From an optimization exercise on the open Yosys and OpenROAD flow, aimed at small area, a short achievable clock period and few clock cycles per item; shortcuts taken in it are not production practice.
Only simulation tests tie the RTL to the original design; equivalence was not proved.
Power figures rest on the tool's default switching activity, not on a simulated workload.

Setup of the previous run:
## normalized_iir_section_filter
module normalized_iir_section_filter #(
   parameter int COEF_BITS      = 24,
   parameter int COEF_FRAC_BITS = 16
) (
   input  wire logic        clock,
   input  wire logic        reset,
   input  wire logic        req_valid,
   output logic             req_stall,
   input  wire logic [16:0] req_data,    
   output logic             rsp_valid,
   input  wire logic        rsp_stall,
   output logic [17:0]      rsp_data,    
   input  wire logic        csr_we,
   input  wire logic [2:0]  csr_index,
   input  wire logic [23:0] csr_wdata
);
   localparam int W = 42;    
   localparam logic signed [63:0] KHI = -(64'sd341 <<< 25);
   localparam logic signed [63:0] KLO = -(64'sd85 <<< 17);
   localparam logic [W-1:0] INIT4 = W'(64'sd4 * (KHI + KLO));
   localparam logic [W-1:0] INIT5 = W'(64'sd5 * (KHI + KLO));
   logic signed [23:0] c_a2, c_a3, c_b1, c_b2, c_b3;
   logic signed [24:0] a1n;    
   logic               a1s;    
   always_ff @(posedge clock) begin
      if (reset) begin
         a1n  <= -25'sd65536;
         a1s  <= 1'b0;
         c_a2 <= '0;
         c_a3 <= '0;
         c_b1 <= 24'h010000;
         c_b2 <= '0;
         c_b3 <= '0;
      end else if (csr_we) begin
         case (csr_index)
            3'd0: begin
  ...
export LEC_CHECK = 0
export ABC_AREA = 1
export CAP_MARGIN = 20
export CORE_MARGIN = 2
export CORE_UTILIZATION = 40
export SETUP_SLACK_MARGIN = 5
export SLEW_MARGIN = 20
create_clock -name core_clock -period 9.0 [get_ports {clock}]
run.sh (not shown) runs the stock make flow with config.mk's settings and CLKGATE_MAP_FILE= SYNTH_SCRIPT=/design/flow/synth_recipe.tcl, a recipe that flattens the netlist after the stock synthesis.
Testbench counts of the previous run, summed over its fixed seeds: cycles 28,928, items 3,072.
Setup changes, the previous run to the current run
--- a/flow/design.v
+++ b/flow/design.v
@@ -178,14 +178,15 @@
             phl  <= 1'b1;
          end else begin
             pidx <= pidx + 3'd1;
          end
       end
    end
    logic signed [23:0] op_c, nc_sel;
+   logic        [4:0]  op_sel;
    logic signed [16:0] nv_sel;
    logic        [2:0]  n_idx;
    logic               n_hl, n_on;
    wire  signed [15:0] ya = ((lst != 4'd0) | pend) ? yh1 : yh2;
    logic               n_sub;
    always_comb begin
       n_on  = 1'b1;
@@ -226,22 +227,24 @@
                      | (~bx[kb+2] & bx[kb+1] & bx[kb]);
             n_neg[j] = (bx[kb+2] & ~(bx[kb+1] & bx[kb])) ^ (n_sub & (n_one[j] | n_two[j]));
          end
       end
       n_x16 = n_on & n_hl & (bx[17] ^ bx[16]) & (bx[17] ^ n_sub);
    end
    always_ff @(posedge clock) begin
-      op_c   <= nc_sel;
+      op_sel <= n_on ? (5'd1 << n_idx) : 5'd0;
       op_one <= n_one;
       op_two <= n_two;
       op_neg <= n_neg;
       op_on  <= n_on;
       op_on4 <= n_on & ~n_hl;
       op_x16 <= n_x16;
    end
+   assign op_c = ({24{op_sel[0]}} & c_b1) | ({24{op_sel[1]}} & c_b2) | ({24{op_sel[2]}} & c_b3)
+               | ({24{op_sel[3]}} & c_a3) | ({24{op_sel[4]}} & c_a2);
    logic [W-1:0] pp [5];
    logic [25:0]  bm;
    always_comb begin
       for (int j = 0; j < 5; j++) pp[j] = '0;
       for (int j = 0; j < 5; j++) begin
          bm = ({26{op_one[j]}} & {op_c[23], op_c[23], op_c}) | ({26{op_two[j]}} & {op_c[23], op_c, 1'b0});
          bm = bm ^ {26{op_neg[j]}};
@@ -301,51 +304,57 @@
    wire               g1 = ~df1[26];
    wire               g2 = ~df2[26];
    wire               g3 = ~df3[26];
    wire               g4 = ~df4[26];
    wire [1:0]         dig = g3 ? 2'd3 : g2 ? 2'd2 : g1 ? 2'd1 : 2'd0;
    wire [25:0]        rnew = g3 ? df3[25:0] : g2 ? df2[25:0] : g1 ? df1[25:0] : df0;
    wire [13:0]        lo_abs = inv1 ? (14'd0 - lq[13:0]) : lq[13:0];
-   logic signed [25:0] a2x3;
+   logic signed [23:0] a2s;
+   logic signed [25:0] a3s;
    always_ff @(posedge clock) begin
-      a2x3 <= 26'(c_a2) + (26'(c_a2) <<< 1);
+      if (lst == 4'd1) begin
+         a2s <= c_a2 ^ {24{~neg_n}};
+         a3s <= (26'(c_a2) + (26'(c_a2) <<< 1)) ^ {26{~neg_n}};
+      end
    end
    function automatic logic [W-1:0] a2mul(input logic [1:0] e, input logic signed [23:0] a,
-                                          input logic signed [25:0] a3);
+                                          input logic signed [25:0] a3, input logic lsb);
+      logic [W-1:0] ax;
+      ax = W'(a);
       case (e)
          2'd0:    a2mul = '0;
-         2'd1:    a2mul = W'(a);
-         2'd2:    a2mul = W'(a) << 1;
+         2'd1:    a2mul = ax;
+         2'd2:    a2mul = {ax[W-2:0], lsb};
          default: a2mul = W'(a3);
       endcase
    endfunction
    logic [W-1:0] mm;
    logic [1:0]   e_q, fc_r;
    logic         fo_r;
    wire          pre_n = (t_op[27:26] != 2'd0) | g4;
    wire          neg_n = inv1 ^ a1s;
    wire          posy = ~negr;
-   wire  [W-1:0] sgnm = {W{posy}};
+   wire          e_nz = (e_q != 2'd0);
    wire  [W-1:0] mm_n = ((lst == 4'd2) ? {W{1'b0}} : (mm << 2))
-                        + (a2mul(e_q, c_a2, a2x3) ^ sgnm) + {{(W-1){1'b0}}, posy};
+                        + a2mul(e_q, a2s, a3s, posy) + {{(W-1){1'b0}}, posy & e_nz};
    wire [W-1:0] xm  = p_usem ? (mm << 2) : '0;
-   wire [W-1:0] xe  = a2mul(e_q & {2{p_usem}}, c_a2, a2x3) ^ (sgnm & {W{p_usem}});
-   wire         xci = p_usem & ~negr;
+   wire [W-1:0] xe  = a2mul(e_q & {2{p_usem}}, a2s, a3s, posy);
+   wire         xci = p_usem & posy & e_nz;
    logic [W-1:0] s1, c1, s2, c2;
    always_comb begin
       {s1, c1} = csa(ps, pcy, xm);
       {s2, c2} = csa(s1, c1 | {{(W-1){1'b0}}, xci}, xe);
    end
    wire [W-1:0] acc = s2 + c2;
    always_ff @(posedge clock) begin
       if (fire_l0) begin
          rr   <= acc[W-1:16];
          lq   <= acc[15:0];
          inv1 <= acc[W-1];
-         cin  <= acc[W-1] & (acc[13:0] == 14'd0);
+         cin  <= acc[W-1] & (((s2[13:0] ^ c2[13:0]) ^ {s2[12:0] | c2[12:0], 1'b0}) == 14'd0);
       end else if (lst != 4'd0) begin
          rr   <= rnew;
          lq   <= {(lst == 4'd1) ? lo_abs : lq[13:0], dig};
          inv1 <= 1'b0;
          cin  <= 1'b0;
       end
       if (lst == 4'd1) begin
==> run notes <==
Changes observed in the current run relative to the previous run: global-route wire length before repair climbed 2.9%, share of power burned in registers climbed 0.9 points, part of the total power dissipated in the clock network climbed 1.4 points, synthesized cell count climbed 75, netlist area before placement climbed about 2%. Of the current run and the previous run, the previous run shows the higher post-cts repair resize count, with the current run below it. STATUS final setup slack of the worst path: the current run wins against the previous run. Cmp the current run and the previous run / combinational power / lower: the current run. Between the current run and the previous run, the difference in share of cell area taken by muxes after synthesis is negligible. Changes observed in the current run relative to the previous run: number of flip-flops and latches in the synthesized netlist picked up an extra 0.57%; die area +1.9%. The current run vs. the previous run: number of combinational gates with multiple inputs increased by 74 relative to the old numbers; final non-filler cell total increased by about 0.7% relative to the old numbers; area of all placed cells without fillers closely matched the old numbers. The current run: done, clean on timing, DRC and antenna.
Testbench counts of the current run, summed over its fixed seeds: cycles 28,928, items 3,072.

-- afterwards: timing with drivers on the ports --
The flow's constraints put no driver on any port. The routed layouts listed below were extracted and timed again, unchanged, in two steps. Step 1: set_driving_cell puts a clkbuf_16 on clock and a buf_2 on each other input, an assumption about the parent block. Step 2 adds t to the input delays and takes it off the output delays; t is the mean of the earliest and latest rising clock arrival at the registers after step 1. Input paths then give back, and output paths get back, about the clock's delay inside the block. a / b / c = ideal ports / drivers / drivers and shift; a / b = the first two.
run	t (ns)	slack for setup (ns)	worst setup path at the end	worst slew at a driven data input, ns
the previous run	0.728	4.722 / 4.722 / 4.501	input to register	0.05
the current run	0.727	4.943 / 4.943 / 4.535	input to register	0.06
After both steps every run listed still meets setup and hold. The setup slack of the current run, which loses most, moves by 0.000 ns with the drivers and by -0.408 ns with both steps.
